What follows belongs to an exercise in optimizing a design on an open flow for small area and few clock cycles per item; a production flow would make more cautious choices.
Function was checked by simulation only, so behaviour that the tests miss may differ from the original.

// fir_stream_filter
module fir_stream_filter (
  input  logic               clk,
  input  logic               rst_n,
  input  logic               in_valid,
  output logic               in_ready,
  input  logic signed [15:0] in_data,
  output logic               out_valid,
  input  logic               out_ready,
  output logic signed [15:0] out_data,
  output logic               out_sat,
  input  logic               coef_we,
  input  logic [2:0]         coef_addr,
  input  logic signed [15:0] coef_wdata,
  input  logic               coef_swap,
  input  logic               flush
);
Size: ~4800 cells after synthesis, roughly 420 flip-flops, roughly 61 I/O pins, about 0.056 mm2 of cells after synthesis.
Settings: LEC_CHECK=0, ABC_AREA=1, CAP_MARGIN=5, CORE_MARGIN=2, CORE_UTILIZATION=55, CTS_BUF_LIST=sky130_fd_sc_hd__clkbuf_16, CTS_CLUSTER_DIAMETER=100, CTS_CLUSTER_SIZE=25, GPL_TIMING_DRIVEN=0, SETUP_SLACK_MARGIN=0.3, SLEW_MARGIN=5, SYNTH_HIERARCHICAL=1, SYNTH_MINIMUM_KEEP_SIZE=0; clock period 7.5 ns.
standard.sh (not shown) runs the stock make flow with config.mk's settings and CLKGATE_MAP_FILE= SYNTH_SCRIPT=/design/flow/synth_recipe.tcl, a recipe that flattens the netlist after the stock synthesis.
==> flow/flow/run.sh <==
#!/bin/bash
set -o pipefail
export BUFFER_PORTS_ARGS="-buffer_cell sky130_fd_sc_hd__buf_1"
export REMOVE_ABC_BUFFERS=1
export CTS_ARGS="-sink_clustering_enable -repair_clock_nets -sink_clustering_size 25 -sink_clustering_max_diameter 100 -buf_list sky130_fd_sc_hd__clkbuf_16 -dont_use_dummy_load"
bash standard.sh > standard.log 2>&1
The baseline completed without violations.
Testbench counts at the start, summed over its fixed seeds: cycles 8,256, items 8,192.
Edit:
--- a/flow/flow/run.sh
+++ b/flow/flow/run.sh
@@ -1,3 +1,9 @@
 #!/bin/bash
+# The standard layout (standard.sh, its own synthesis included), with three changes to
+# how the layout is made: the port buffers are the smallest buffer cell instead of a delay
+# cell; the buffers that ABC put in during synthesis are removed at floorplan, so that only
+# the resizer's repairs after placement buffer the design; and clock tree synthesis inserts
+# no dummy loads. The flow's full output goes to standard.log; ORFS writes each step's log
+# under orfs/logs/.
 set -o pipefail
 export BUFFER_PORTS_ARGS="-buffer_cell sky130_fd_sc_hd__buf_1"
--- a/flow/config.mk
+++ b/flow/config.mk
@@ -7,5 +7,5 @@
 export LEC_CHECK = 0
 export ABC_AREA = 1
-export CAP_MARGIN = 5
+export CAP_MARGIN = 10
 export CORE_MARGIN = 2
 export CORE_UTILIZATION = 55
@@ -13,7 +13,5 @@
 export CTS_CLUSTER_DIAMETER = 100
 export CTS_CLUSTER_SIZE = 25
-export GPL_TIMING_DRIVEN = 0
-export SETUP_SLACK_MARGIN = 0.3
-export SLEW_MARGIN = 5
+export SLEW_MARGIN = 10
 export SYNTH_HIERARCHICAL = 1
 export SYNTH_MINIMUM_KEEP_SIZE = 0
- design area rises slightly
- sequential share of layout area decreases by 0.18 points
- first-iteration DRC count rose by a few percent
- wire length goes up slightly
- cell count rises by a few percent
Edit:
==> flow/flow/run.sh (replaced) <==
#!/bin/bash
set -o pipefail
export BUFFER_PORTS_ARGS="-buffer_cell sky130_fd_sc_hd__buf_1"
export REMOVE_ABC_BUFFERS=1
export CTS_ARGS="-sink_clustering_enable -repair_clock_nets -sink_clustering_size 25 -sink_clustering_max_diameter 100 -buf_list sky130_fd_sc_hd__clkbuf_16 -dont_use_dummy_load"
bash standard.sh > standard.log 2>&1
--- a/flow/config.mk
+++ b/flow/config.mk
@@ -13,4 +13,6 @@
 export CTS_CLUSTER_DIAMETER = 100
 export CTS_CLUSTER_SIZE = 25
+export GPL_TIMING_DRIVEN = 0
+export SETUP_SLACK_MARGIN = 0.3
 export SLEW_MARGIN = 10
 export SYNTH_HIERARCHICAL = 1
The new run finished clean.
Setup slack is worse by 0.52 ns.
Routed wire length went down by 0.68%.
Synthesized cell count does not change.
Sequential share of layout area goes up by 0.13 points.
Sequential cell count does not change.
Synthesized area is unchanged.
Edit:
--- a/flow/config.mk
+++ b/flow/config.mk
@@ -14,5 +14,5 @@
 export CTS_CLUSTER_SIZE = 25
 export GPL_TIMING_DRIVEN = 0
-export SETUP_SLACK_MARGIN = 0.3
+export SETUP_SLACK_MARGIN = 0.2
 export SLEW_MARGIN = 10
 export SYNTH_HIERARCHICAL = 1
What happened:
- critical path depth stays the same
- worst hold slack hardly moves
- worst setup slack loses 0.10 ns
- design area is lower slightly
- core utilization is lower by 0.33 points
- via count is lower slightly
- fmax is lower slightly
- die area stays the same
- sequential share of layout area is higher by 0.12 points
- count of clock-buffer cells in the layout stays the same


## onyx
fir_stream_filter, a different RTL version from the one above (not shown whole).
For scale: about 420 flip-flops, about 61 I/O pins, about 56000 µm² of cells after synthesis.
Settings: LEC_CHECK=0, ABC_AREA=1, CAP_MARGIN=10, CORE_MARGIN=2, CORE_UTILIZATION=55, CTS_BUF_LIST=sky130_fd_sc_hd__clkbuf_16, CTS_CLUSTER_DIAMETER=100, CTS_CLUSTER_SIZE=25, GPL_TIMING_DRIVEN=0, SETUP_SLACK_MARGIN=0.1, SLEW_MARGIN=10, SYNTH_HIERARCHICAL=1, SYNTH_MINIMUM_KEEP_SIZE=0; clock period 7.5 ns.
==> flow/flow/run.sh <==
#!/bin/bash
set -o pipefail
export BUFFER_PORTS_ARGS="-buffer_cell sky130_fd_sc_hd__buf_1"
export REMOVE_ABC_BUFFERS=1
bash standard.sh > standard.log 2>&1
The flow did not stop early for onyx: all stages ran, and the layout cleared the timing, design-rule and antenna checks.
Testbench counts of onyx, summed over its fixed seeds: cycles 8,256, items 8,192.
#### Input delta (umber over onyx)
Settings: CTS_CLUSTER_DIAMETER changed from 100 to 60; CTS_CLUSTER_SIZE changed from 25 to 12; CTS_BUF_LIST changed from sky130_fd_sc_hd__clkbuf_16 to sky130_fd_sc_hd__clkbuf_8.
Findings:
- umber vs onyx on total met3 wirelength after detailed routing: umber is the higher one.
- The wire length reported by the detailed router of onyx and that of umber are within noise of each other.
- The routed via count divided by cell count of umber is lower than that of onyx.
The following lists how ember was set up differently from umber:
Settings: GPL_TIMING_DRIVEN removed (was 0); CTS_CLUSTER_DIAMETER changed from 60 to 100; CTS_BUF_LIST changed from sky130_fd_sc_hd__clkbuf_8 to sky130_fd_sc_hd__clkbuf_16; CTS_CLUSTER_SIZE changed from 12 to 25; SETUP_SLACK_MARGIN removed (was 0.1).
==> flow/run.sh (new file) <==
#!/bin/bash
# synth_recipe.tcl (not shown) runs the flow's synth.tcl, then flattens the netlist and writes it again
# the make line also repeats each setting of config.mk as NAME=value (left out here)
make -C /OpenROAD-flow-scripts/flow DESIGN_CONFIG=/design/flow/config.mk WORK_HOME=/design/flow/orfs CLKGATE_MAP_FILE= SYNTH_SCRIPT=/design/flow/synth_recipe.tcl finish
removed: flow/flow/run.sh
removed: flow/standard.sh
--- outcome ---
- In summary, ember completed successfully, with a layout that passed the timing, design-rule and antenna checks.
- ember reports a higher final area than umber does.
- Post-CTS resize count: ember vs umber identical
- Wire length the detailed router placed on met1: ember vs umber up 1100 µm
- ember: average wire length per cell after detail routing 3.9% below umber
- Looking at ember and umber, the floorplan die width is a wash.

[separate check: timing with driven ports]
The flow's constraints put no driver on any port. The routed layouts listed below were extracted and timed again, unchanged, in two steps.
Step 1 sets driving cells, clkbuf_16 on the clock port and buf_2 on the other inputs (assumed; they add their load-dependent delay and slew).
Step 2 adds t to the input delays and takes it off the output delays; t is the mean of the earliest and latest rising clock arrival at the registers after step 1. Input paths then give back, and output paths get back, about the clock's delay inside the block.
a / b / c = ideal ports / drivers / drivers and shift; a / b = the first two.
run	t, ns	setup WS [ns]	hold slack, ns	worst register clock-pin slew, ns	cell pins on the clock port's net
the first run of note 1	0.716	0.316 / 0.330 / -0.344	0.388 / 0.388 / 0.388	0.10 / 0.10	1
the second run of note 1	0.754	0.696 / 0.696 / 0.235	0.416 / 0.416 / 0.416	0.10 / 0.10	1
the third run of note 1	0.702	0.176 / 0.231 / -0.470	0.410 / 0.410 / 0.410	0.10 / 0.10	1
the fourth run of note 1	0.703	0.077 / 0.134 / -0.569	0.408 / 0.408 / 0.408	0.10 / 0.10	1
onyx	0.769	0.155 / 0.155 / -0.423	0.411 / 0.411 / 0.411	0.11 / 0.11	1
umber	0.867	0.114 / 0.114 / -0.420	0.411 / 0.411 / 0.411	0.09 / 0.09	1
ember	0.751	0.652 / 0.652 / -0.046	0.411 / 0.411 / 0.411	0.11 / 0.11	1
Met with ideal ports but missed after step 2: setup timing in 6 of these runs. For ember, which loses most, drivers alone change the setup slack by 0.000 ns; drivers and shift together by -0.698 ns.
